Source: an optimization exercise on an open RTL-to-GDS flow (aim: small area and a short achievable clock period). Production flows keep margins and buffers that such runs may drop.
Only simulation tests tie the RTL to the original design; equivalence was not proved.
No driver is modelled on the clock port, so clocking that relies on it looks cheaper here than on a real chip.

==> inputs of 10-07 <==
// tnn_classifier
module tnn_classifier (
    input  logic                                         clk,
    input  logic                                         rst_n,
    input  tnn_pkg::feature_t [tnn_pkg::FEAT_CNT-1:0]    features,
    input  logic                                         features_valid,
    output logic [tnn_pkg::CLASS_BITS-1:0]               prediction,
    output logic                                         prediction_valid
);
    logic [63:0] x_q;
    logic [39:0] h, h_q;
    logic [49:0] a, a_q;
    logic [3:0]  idx;
    logic        v0_q, v1_q, v2_q;
    tnn_hidden_layer u_hidden (.x(x_q), .h(h));
    tnn_output_layer u_output (.h(h_q), .a(a));
    tnn_argmax       u_argmax (.a(a_q), .idx(idx));
    always_ff @(posedge clk) begin
        x_q        <= features;
        h_q        <= h;
        a_q        <= a;
        prediction <= idx;
    end
    always_ff @(posedge clk or negedge rst_n) begin
        if (!rst_n) begin
            v0_q             <= 1'b0;
            v1_q             <= 1'b0;
            v2_q             <= 1'b0;
            prediction_valid <= 1'b0;
        end else begin
            v0_q             <= features_valid;
            v1_q             <= v0_q;
            v2_q             <= v1_q;
            prediction_valid <= v2_q;
        end
    end
endmodule
==> flow/config.mk <==
export PLATFORM = sky130hd
export DESIGN_NAME = tnn_classifier
export DESIGN_NICKNAME = tnn_classifier
export VERILOG_FILES = /design/flow/design.v
export SDC_FILE = /design/flow/constraint.sdc
export NUM_CORES = 4
export LEC_CHECK = 0
export CAP_MARGIN = 20
export CORE_MARGIN = 2
export CORE_UTILIZATION = 65
export PLACE_DENSITY = 0.75
export SLEW_MARGIN = 20
export SYNTH_HIERARCHICAL = 1
==> flow/constraint.sdc <==
create_clock -name core_clock -period 22.0 [get_ports {clk}]
set_input_delay 4.4000 -clock core_clock [delete_from_list [all_inputs] [get_ports {clk}]]
set_output_delay 4.4000 -clock core_clock [all_outputs]
set_load 0.01 [all_outputs]
standard.sh (not shown) runs the stock make flow with config.mk's settings and CLKGATE_MAP_FILE= SYNTH_SCRIPT=/design/flow/synth_recipe.tcl, a recipe that flattens the netlist after the stock synthesis.
==> flow/flow/run.sh <==
#!/bin/bash
# Own layout flow: the standard flow (standard.sh, standard synthesis
# unchanged) with two changes:
#  - ports are buffered with buf_1 cells instead of the default choice;
#  - after clock-tree synthesis, post_cts.tcl delays the clock of the h_q
#    and a_q registers: useful skew between internal pipeline stages only
#    (the input register x_q and the output registers keep the tree's clock).
# make's full output goes to flow_make.log here; ORFS keeps each step's log
# under orfs/logs.
set -euo pipefail
here=$(pwd)
export BUFFER_PORTS_ARGS="-buffer_cell sky130_fd_sc_hd__buf_1"
export POST_CTS_TCL="$here/flow/post_cts.tcl"
bash standard.sh > "$here/flow_make.log" 2>&1
Other scripts of this flow, unchanged in this note and not shown: flow/flow/post_cts.tcl, flow/flow/skew.tcl
==> 07-27: changes against 10-07 <==
CORE_UTILIZATION = 40   (was 65)
PLACE_DENSITY = unset   (was 0.75)
==> run notes <==
- Outcome: complete, no violations
- Worst slew pin tran: 0.9558 ns
- Multi-input combinational area share: 74.67%
- Final period util: 26.49%
- Seq/total area: 12.82%
- Hold_ws: 0.1207 ns
- DR WL met3: 16.33 mm
- Overall Global Routing Usage: 50.94%
- Worst setup path endpoint: h_q[19]
- Die area: 0.03838 mm2
- Critical path data required time: 23.22 ns
- RePlAce Congestion: 1.115
[end of results for 10-07]
==> run notes <==
- Outcome: complete, no violations
- Worst setup path endpoint: h_q[10]
- Worst slew pin tran: 0.8963 ns
- Seq/total area: 12.64%
- Multi-input combinational area share: 73.63%
- Final period util: 26.55%
- RePlAce Congestion: 1.042
[end of results for 07-27]


==> 06-09 <==
tnn_classifier, a different RTL version from the one above (not shown whole).
Design tnn_classifier, start of the top module:
module tnn_classifier (
    input  logic                                         clk,
    input  logic                                         rst_n,
    input  tnn_pkg::feature_t [tnn_pkg::FEAT_CNT-1:0]    features,
    input  logic                                         features_valid,
    output logic [tnn_pkg::CLASS_BITS-1:0]               prediction,
    output logic                                         prediction_valid
);
Settings: LEC_CHECK=0, CAP_MARGIN=20, CORE_MARGIN=2, CORE_UTILIZATION=40, HOLD_SLACK_MARGIN=0.05, SLEW_MARGIN=20, SYNTH_HIERARCHICAL=1; clock period 22.0 ns.
==> flow/flow/run.sh <==
#!/bin/bash
# Own layout flow: the standard flow (standard.sh, standard synthesis
# unchanged) with two changes:
#  - ports are buffered with buf_1 cells instead of the default choice;
#  - after clock-tree synthesis, post_cts.tcl delays the clock of the h_q,
#    a_q and m_q registers: useful skew between internal pipeline stages
#    only (the input register x_q and the output registers keep the tree's
#    clock).
# make's full output goes to flow_make.log here; ORFS keeps each step's log
# under orfs/logs.
set -euo pipefail
here=$(pwd)
export BUFFER_PORTS_ARGS="-buffer_cell sky130_fd_sc_hd__buf_1"
export POST_CTS_TCL="$here/flow/post_cts.tcl"
bash standard.sh > "$here/flow_make.log" 2>&1
==> flow/flow/post_cts.tcl <==
# Sourced by ORFS's cts.tcl after clock-tree synthesis (POST_CTS_TCL).
# Useful skew between internal pipeline stages only: the registers h_q, a_q
# and m_q (neither fed by input ports nor feeding output ports) get their
# clock later through delay cells; x_q and the output registers keep the
# tree's clock. The delay cells' strengths are then picked to balance the
# register-to-register stages; hold slack down to -0.2 ns is left to the
# hold repair after global routing, which pads the short paths. The stage
# estimates get a margin for what routing adds to them.
source [file join [file dirname [info script]] skew.tcl]

set_propagated_clock [all_clocks]
set dly sky130_fd_sc_hd__clkdlybuf4s25_1
my_skew_group "h_q*" root 3 $dly sky130_fd_sc_hd__clkbuf_8 8
my_skew_group "a_q*" root 2 $dly sky130_fd_sc_hd__clkbuf_8 8
my_skew_group "m_q*" leaf 1 $dly sky130_fd_sc_hd__clkbuf_4 8
my_skew_cleanup
my_clk_leaf_resize prediction* 0.09
my_skew_tune2 {h_q* a_q* m_q*} prediction* \
  {sky130_fd_sc_hd__clkdlybuf4s15_1 sky130_fd_sc_hd__clkdlybuf4s18_1 sky130_fd_sc_hd__clkdlybuf4s18_2 sky130_fd_sc_hd__clkdlybuf4s25_1 sky130_fd_sc_hd__clkdlybuf4s25_2 sky130_fd_sc_hd__clkdlybuf4s50_1} \
  -0.2 {0.25 0.1 0.2}
detailed_placement
Other scripts of this flow, unchanged in this note and not shown: flow/flow/skew.tcl
==> inputs of 09-03, as changes to 06-09 <==
--- a/flow/flow/post_cts.tcl
+++ b/flow/flow/post_cts.tcl
@@ -4,5 +4,5 @@
 # clock later through delay cells; x_q and the output registers keep the
 # tree's clock. The delay cells' strengths are then picked to balance the
-# register-to-register stages; hold slack down to -0.2 ns is left to the
+# register-to-register stages; hold slack down to -0.3 ns is left to the
 # hold repair after global routing, which pads the short paths. The stage
 # estimates get a margin for what routing adds to them.
@@ -15,7 +15,6 @@
 my_skew_group "m_q*" leaf 1 $dly sky130_fd_sc_hd__clkbuf_4 8
 my_skew_cleanup
-my_clk_leaf_resize prediction* 0.09
 my_skew_tune2 {h_q* a_q* m_q*} prediction* \
   {sky130_fd_sc_hd__clkdlybuf4s15_1 sky130_fd_sc_hd__clkdlybuf4s18_1 sky130_fd_sc_hd__clkdlybuf4s18_2 sky130_fd_sc_hd__clkdlybuf4s25_1 sky130_fd_sc_hd__clkdlybuf4s25_2 sky130_fd_sc_hd__clkdlybuf4s50_1} \
-  -0.2 {0.25 0.1 0.2}
+  -0.3 {0.3 0.1 0.15}
 detailed_placement
==> summary.md <==
| Metric | Value |
|---|---|
| Run status | `finished clean` |
| Worst Path Arrival | `1.00 ns` |
| First-pass GRT wire length | `118 mm` |
| Met2 Use GR | `0.444` |
| Slowest CP cell | `dfrtp_1` |
| Critical path startpoint | `prediction_valid$_DFF_PN0_` |
| Worst Skew | `~1.3 ns` |
Source of the figures above: 09-03

==> summary.md <==
| Metric | Value |
|---|---|
| Worst Path Arrival | `around 7.1 ns` |
| Met2 Use GR | `0.444` |
| Worst Skew | `~1.3 ns` |
| First-pass GRT wire length | `118 mm` |
| Slowest CP cell | `dfxtp_1` |
| Final worst-path cycle share | `0.248` |
| Run status | `finished clean` |
| Critical path startpoint | `x_q[60]$_DFF_P_` |
Source of the figures above: 06-09

-- static timing again, ports no longer ideal --
Ports are ideal in the flow. The routed layouts listed here were re-timed in OpenROAD.
Step 1 (the two cells are an assumption about what drives the block):
set clk [get_ports {clk}]
set_driving_cell -lib_cell sky130_fd_sc_hd__clkbuf_16 $clk
set_driving_cell -lib_cell sky130_fd_sc_hd__buf_2 [delete_from_list [all_inputs] $clk]
Step 2, shift: input delay + t, output delay - t, t = (earliest + latest rising clock arrival at the registers) / 2. This alone moves slack from input paths to output paths.
Three values: ideal ports, drivers, drivers and shift; two values: the first two.
run	t (ns)	setup slack, ns	worst setup path at the end	clock arrival spread, ns
10-07	0.979	16.171 / 16.171 / 16.171	register to register	0.913 / 0.913
07-27	1.000	16.158 / 16.158 / 16.158	register to register	0.946 / 0.945
06-09	1.159	16.550 / 16.550 / 16.550	register to register	1.276 / 1.277
09-03	1.227	16.603 / 16.541 / 16.645	register to register	1.348 / 1.348
In every run listed the clock reaches the registers at very different times; t lies between them, and the last value is a rough guide only.
